This is an optimization exercise on Yosys and OpenROAD, whose aim is small area, a short achievable clock period and few clock cycles per item, not a production implementation.
The RTL was checked by simulation tests, not by an equivalence proof against the original design.
Power and IR drop assume default switching activity.

Design thread_slot_manager, start of the top module:
module thread_slot_manager #(
    parameter int SLOTS = 64
) (
    input  logic              clk,
    input  logic              rst_n,
    input  logic              start,
    output logic              busy,
    input  logic [8:0]        request,
    output logic              result_valid,
    output logic [22:0]       result
);
For scale: roughly 1500 cells after synthesis, ~550 flip-flops, roughly 37 I/O pins, roughly 19000 sq um of cells after synthesis.
==> module tsm_datapath, before the edit <==
module tsm_datapath #(
    parameter int SLOTS = 64
) (
    input  logic              clk,
    input  logic              rst_n,
    input  tsm_pkg::tsm_cmd_t cmd,
    input  logic [5:0]        nxt_idx,
    output tsm_pkg::tsm_rsp_t result,
    output logic              result_valid
);
    logic [5:0]       stk [SLOTS];
    logic [SLOTS-1:0] alive;
    logic       fv_reg;
    logic [5:0] fcm1_reg;
    logic [6:0] used_reg;
    logic [6:0] live_reg;
    logic       rv_reg;
    logic [5:0] rs_reg;
    logic       nad_reg;    
    logic [1:0] code_reg;
    logic [5:0] slot_reg;
    logic       vr_reg;
    logic       pp_v_reg;
    logic [5:0] pp_s_reg;
    logic       lw_we_reg;
    logic [7:0] lw_lo_reg;   
    logic [7:0] lw_hi_reg;   
    logic       lw_wd_reg;
    logic       alive_idx;
    logic       alloc_pop, alloc_new, alloc, push, rok;
    logic [5:0] aslot;
    logic       we;
    logic [5:0] wa;
    assign alloc_pop = cmd.create && fv_reg;
    assign alloc_new = cmd.create && !fv_reg && !used_reg[6];
    assign alloc     = alloc_pop || alloc_new;
    assign aslot     = pp_v_reg ? pp_s_reg : (fv_reg ? stk_top : used_reg[5:0]);
    assign push      = cmd.done && rv_reg;
    assign we = alloc || push;
    assign wa = cmd.create ? aslot : rs_reg;
    always_ff @(posedge clk)
    begin
        for (int i = 0; i < SLOTS; i++)
        begin
            if (lw_we_reg && lw_hi_reg[i / 8] && lw_lo_reg[i % 8])
            begin
                alive[i] <= lw_wd_reg;
            end
        end
    end
    always_ff @(posedge clk)
    begin
        lw_lo_reg <= 8'd1 << wa[2:0];
        lw_hi_reg <= 8'd1 << wa[5:3];
        lw_wd_reg <= cmd.create;
        pp_s_reg  <= rs_reg;
    end
    logic [7:0] nxt_lo;
    logic [7:0] grp_reg;
    assign nxt_lo = 8'd1 << nxt_idx[2:0];
    always_ff @(posedge clk)
    begin
        for (int a = 0; a < 8; a++)
        begin
            grp_reg[a] <= (lw_we_reg && lw_hi_reg[a] && |(lw_lo_reg & nxt_lo)) ? lw_wd_reg
                                                                               : |(alive[8*a +: 8] & nxt_lo);
        end
    end
    assign alive_idx = (lw_we_reg && |(lw_lo_reg & cmd.idx_lo) && |(lw_hi_reg & cmd.idx_hi)) ? lw_wd_reg : |(grp_reg & cmd.idx_hi);
    logic lt_used_reg, le_used_reg, inc_used_reg;
    logic eq_rs_reg, eq_pidx_reg, rok_prev_reg;
    logic in_range, run_hit;
    always_ff @(posedge clk)
    begin
        lt_used_reg  <= {1'b0, nxt_idx} < used_reg;
        le_used_reg  <= {1'b0, nxt_idx} <= used_reg;
        inc_used_reg <= alloc_new;
        eq_rs_reg    <= (nxt_idx == rs_reg);
        eq_pidx_reg  <= (nxt_idx == cmd.idx);
        rok_prev_reg <= rok;
    end
    assign in_range = inc_used_reg ? le_used_reg : lt_used_reg;
    assign run_hit  = rv_reg && (rok_prev_reg ? eq_pidx_reg : eq_rs_reg);
    assign rok = cmd.resume && in_range && alive_idx && !run_hit;
    logic       st_dn, st_up, st_hold;
    logic       stk_inv_reg;
    logic [5:0] stk_top;
    logic [5:0] stk_in;
    assign st_dn   = pp_v_reg && !cmd.create;
    assign st_up   = cmd.create && !pp_v_reg;
    assign st_hold = !(st_dn || st_up);
    assign stk_top = stk[0] ^ {6{stk_inv_reg}};
    assign stk_in  = pp_s_reg ^ {6{stk_inv_reg}};
    always_ff @(posedge clk)
    begin
        stk[0] <= ~((st_hold ? stk[0] : 6'd0) | (st_dn ? stk_in : 6'd0)
                    | (st_up ? stk[1] : 6'd0));
        for (int i = 1; i < SLOTS - 1; i++)
        begin
            stk[i] <= ~((st_hold ? stk[i] : 6'd0) | (st_dn ? stk[i-1] : 6'd0)
                        | (st_up ? stk[i+1] : 6'd0));
        end
        stk[SLOTS-1] <= ~((st_hold ? stk[SLOTS-1] : 6'd0) | (st_dn ? stk[SLOTS-2] : 6'd0));
    end
    always_ff @(posedge clk or negedge rst_n)
    begin
        if (!rst_n)
        begin
            fv_reg    <= 1'b0;
            fcm1_reg  <= '0;
            used_reg  <= '0;
            live_reg  <= '0;
            rv_reg    <= 1'b0;
            rs_reg    <= '0;
            nad_reg   <= 1'b0;
            vr_reg    <= 1'b0;
            pp_v_reg  <= 1'b0;
            lw_we_reg <= 1'b0;
            stk_inv_reg <= 1'b0;
        end
        else
        begin
            vr_reg    <= cmd.valid;
            pp_v_reg  <= push;
            lw_we_reg <= we;
            stk_inv_reg <= !stk_inv_reg;
            if (push)
            begin
                fv_reg   <= 1'b1;
                fcm1_reg <= fv_reg ? fcm1_reg + 6'd1 : 6'd0;
            end
            else if (alloc_pop)
            begin
                fv_reg   <= (fcm1_reg != 6'd0);
                fcm1_reg <= fcm1_reg - 6'd1;
            end
            if (alloc_new)
            begin
                used_reg <= used_reg + 7'd1;
            end
            if (alloc)
            begin
                live_reg <= live_reg + 7'd1;
                nad_reg  <= 1'b1;
            end
            else if (push)
            begin
                live_reg <= live_reg - 7'd1;
                nad_reg  <= (live_reg != 7'd1);
            end
            if (rok)
            begin
                rv_reg <= 1'b1;
                rs_reg <= cmd.idx;
            end
            else if (cmd.yield || cmd.done)
            begin
                rv_reg <= 1'b0;
                rs_reg <= '0;
            end
        end
    end
    always_ff @(posedge clk)
    begin
        code_reg[1] <= (cmd.create && !alloc) || (cmd.resume && !rok);
        code_reg[0] <= cmd.nort || (cmd.resume && !rok);
        slot_reg    <= alloc ? aslot : 6'd0;
    end
    assign result.result_code      = code_reg;
    assign result.slot_out         = slot_reg;
    assign result.current_valid    = rv_reg;
    assign result.current_slot     = rs_reg;
    assign result.unfinished_count = live_reg;
    assign result.all_done         = !nad_reg;
    assign result_valid            = vr_reg;
endmodule
==> module thread_slot_manager, before the edit <==
module thread_slot_manager #(
    parameter int SLOTS = 64
) (
    input  logic              clk,
    input  logic              rst_n,
    input  logic              start,
    output logic              busy,
    input  logic [8:0]        request,
    output logic              result_valid,
    output logic [22:0]       result
);
    tsm_pkg::tsm_cmd_t cmd;
    tsm_pkg::tsm_req_t request_s;
    tsm_pkg::tsm_rsp_t result_s;
    assign request_s = request;
    assign result    = result_s;
    tsm_ctrl u_ctrl (
        .clk     (clk),
        .rst_n   (rst_n),
        .start   (start),
        .busy    (busy),
        .request (request_s),
        .cmd     (cmd)
    );
    tsm_datapath #(
        .SLOTS (SLOTS)
    ) u_datapath (
        .clk          (clk),
        .rst_n        (rst_n),
        .cmd          (cmd),
        .nxt_idx      (request_s.slot_index),
        .result       (result_s),
        .result_valid (result_valid)
    );
endmodule
Settings: LEC_CHECK=0, CAP_MARGIN=20, CORE_MARGIN=2, CORE_UTILIZATION=65, CTS_CLUSTER_DIAMETER=60, CTS_CLUSTER_SIZE=20, SETUP_SLACK_MARGIN=3.0, SLEW_MARGIN=20; clock period 5.0 ns.
run.sh (not shown) runs the stock make flow with config.mk's settings and CLKGATE_MAP_FILE= SYNTH_SCRIPT=/design/flow/synth_recipe.tcl, a recipe that flattens the netlist after the stock synthesis.
The baseline ran to the end with no violations.
Testbench counts at the start, summed over its fixed seeds: cycles 12,808, items 12,800.
Rerun with:
--- a/flow/design.v
+++ b/flow/design.v
@@ -73,11 +73,10 @@
     parameter int SLOTS = 64
 ) (
     input  logic              clk,
     input  logic              rst_n,
     input  tsm_pkg::tsm_cmd_t cmd,
-    input  logic [5:0]        nxt_idx,
     output tsm_pkg::tsm_rsp_t result,
     output logic              result_valid
 );
     logic [5:0]       stk [SLOTS];
     logic [SLOTS-1:0] alive;
@@ -124,37 +123,21 @@
         lw_lo_reg <= 8'd1 << wa[2:0];
         lw_hi_reg <= 8'd1 << wa[5:3];
         lw_wd_reg <= cmd.create;
         pp_s_reg  <= rs_reg;
     end
-    logic [7:0] nxt_lo;
-    logic [7:0] grp_reg;
-    assign nxt_lo = 8'd1 << nxt_idx[2:0];
-    always_ff @(posedge clk)
+    logic [7:0] alive_grp;
+    always_comb
     begin
         for (int a = 0; a < 8; a++)
         begin
-            grp_reg[a] <= (lw_we_reg && lw_hi_reg[a] && |(lw_lo_reg & nxt_lo)) ? lw_wd_reg
-                                                                               : |(alive[8*a +: 8] & nxt_lo);
-        end
-    end
-    assign alive_idx = (lw_we_reg && |(lw_lo_reg & cmd.idx_lo) && |(lw_hi_reg & cmd.idx_hi)) ? lw_wd_reg : |(grp_reg & cmd.idx_hi);
-    logic lt_used_reg, le_used_reg, inc_used_reg;
-    logic eq_rs_reg, eq_pidx_reg, rok_prev_reg;
-    logic in_range, run_hit;
-    always_ff @(posedge clk)
-    begin
-        lt_used_reg  <= {1'b0, nxt_idx} < used_reg;
-        le_used_reg  <= {1'b0, nxt_idx} <= used_reg;
-        inc_used_reg <= alloc_new;
-        eq_rs_reg    <= (nxt_idx == rs_reg);
-        eq_pidx_reg  <= (nxt_idx == cmd.idx);
-        rok_prev_reg <= rok;
-    end
-    assign in_range = inc_used_reg ? le_used_reg : lt_used_reg;
-    assign run_hit  = rv_reg && (rok_prev_reg ? eq_pidx_reg : eq_rs_reg);
-    assign rok = cmd.resume && in_range && alive_idx && !run_hit;
+            alive_grp[a] = |(alive[8*a +: 8] & cmd.idx_lo);
+        end
+    end
+    assign alive_idx = (lw_we_reg && |(lw_lo_reg & cmd.idx_lo) && |(lw_hi_reg & cmd.idx_hi)) ? lw_wd_reg : |(alive_grp & cmd.idx_hi);
+    assign rok = cmd.resume && ({1'b0, cmd.idx} < used_reg) && alive_idx
+                 && !(rv_reg && (rs_reg == cmd.idx));
     logic       st_dn, st_up, st_hold;
     logic       stk_inv_reg;
     logic [5:0] stk_top;
     logic [5:0] stk_in;
     assign st_dn   = pp_v_reg && !cmd.create;
@@ -273,10 +256,9 @@
         .SLOTS (SLOTS)
     ) u_datapath (
         .clk          (clk),
         .rst_n        (rst_n),
         .cmd          (cmd),
-        .nxt_idx      (request_s.slot_index),
         .result       (result_s),
         .result_valid (result_valid)
     );
 endmodule
=> Non-clock buffer count climbs by 8; sequential cell count drops by 14; final area drops by 2.4%; setup slack got worse by 130 ps; routed wire length drops by 4.5%; global-route usage drops by 0.26 points; clock power drops by about 3%; cell count drops by about 3%; total power climbs by 2.4%; first-iteration DRC count climbs by about 8%; synthesized area drops by 3.3%; fmax drops by about 6%; via count drops by about 3.6%; core utilization climbs by 0.57 points.
Testbench counts after the change, summed over its fixed seeds: cycles 12,808, items 12,800.

## re-timing with driven ports
How much do the figures lean on ideal ports? The routed layouts below were timed once more, with nothing changed but the port constraints. Step 1 (the two cells are an assumption about what drives the block):
set clk [get_ports {clk}]
set_driving_cell -lib_cell sky130_fd_sc_hd__clkbuf_16 $clk
set_driving_cell -lib_cell sky130_fd_sc_hd__buf_2 [delete_from_list [all_inputs] $clk]
Step 2 also shifts input and output timing later by t, the mid clock arrival at the registers, as if the neighbouring blocks saw the same clock. Slacks: ideal ports / drivers / drivers and shift; pairs: ideal ports / drivers.
| run | t (ns) | slack for setup (ns) | worst setup path at the end | clock arrival spread, ns |
|---|---|---|---|---|
| the first run | 0.579 | 2.924 / 2.873 / 2.471 | input to register | 0.030 / 0.031 |
| the second run | 0.570 | 2.797 / 2.797 / 2.797 | register to register | 0.020 / 0.020 |
After both steps setup and hold are still met in every run listed. For the first run, which loses most, drivers alone change the setup slack by -0.051 ns; drivers and shift together by -0.453 ns.
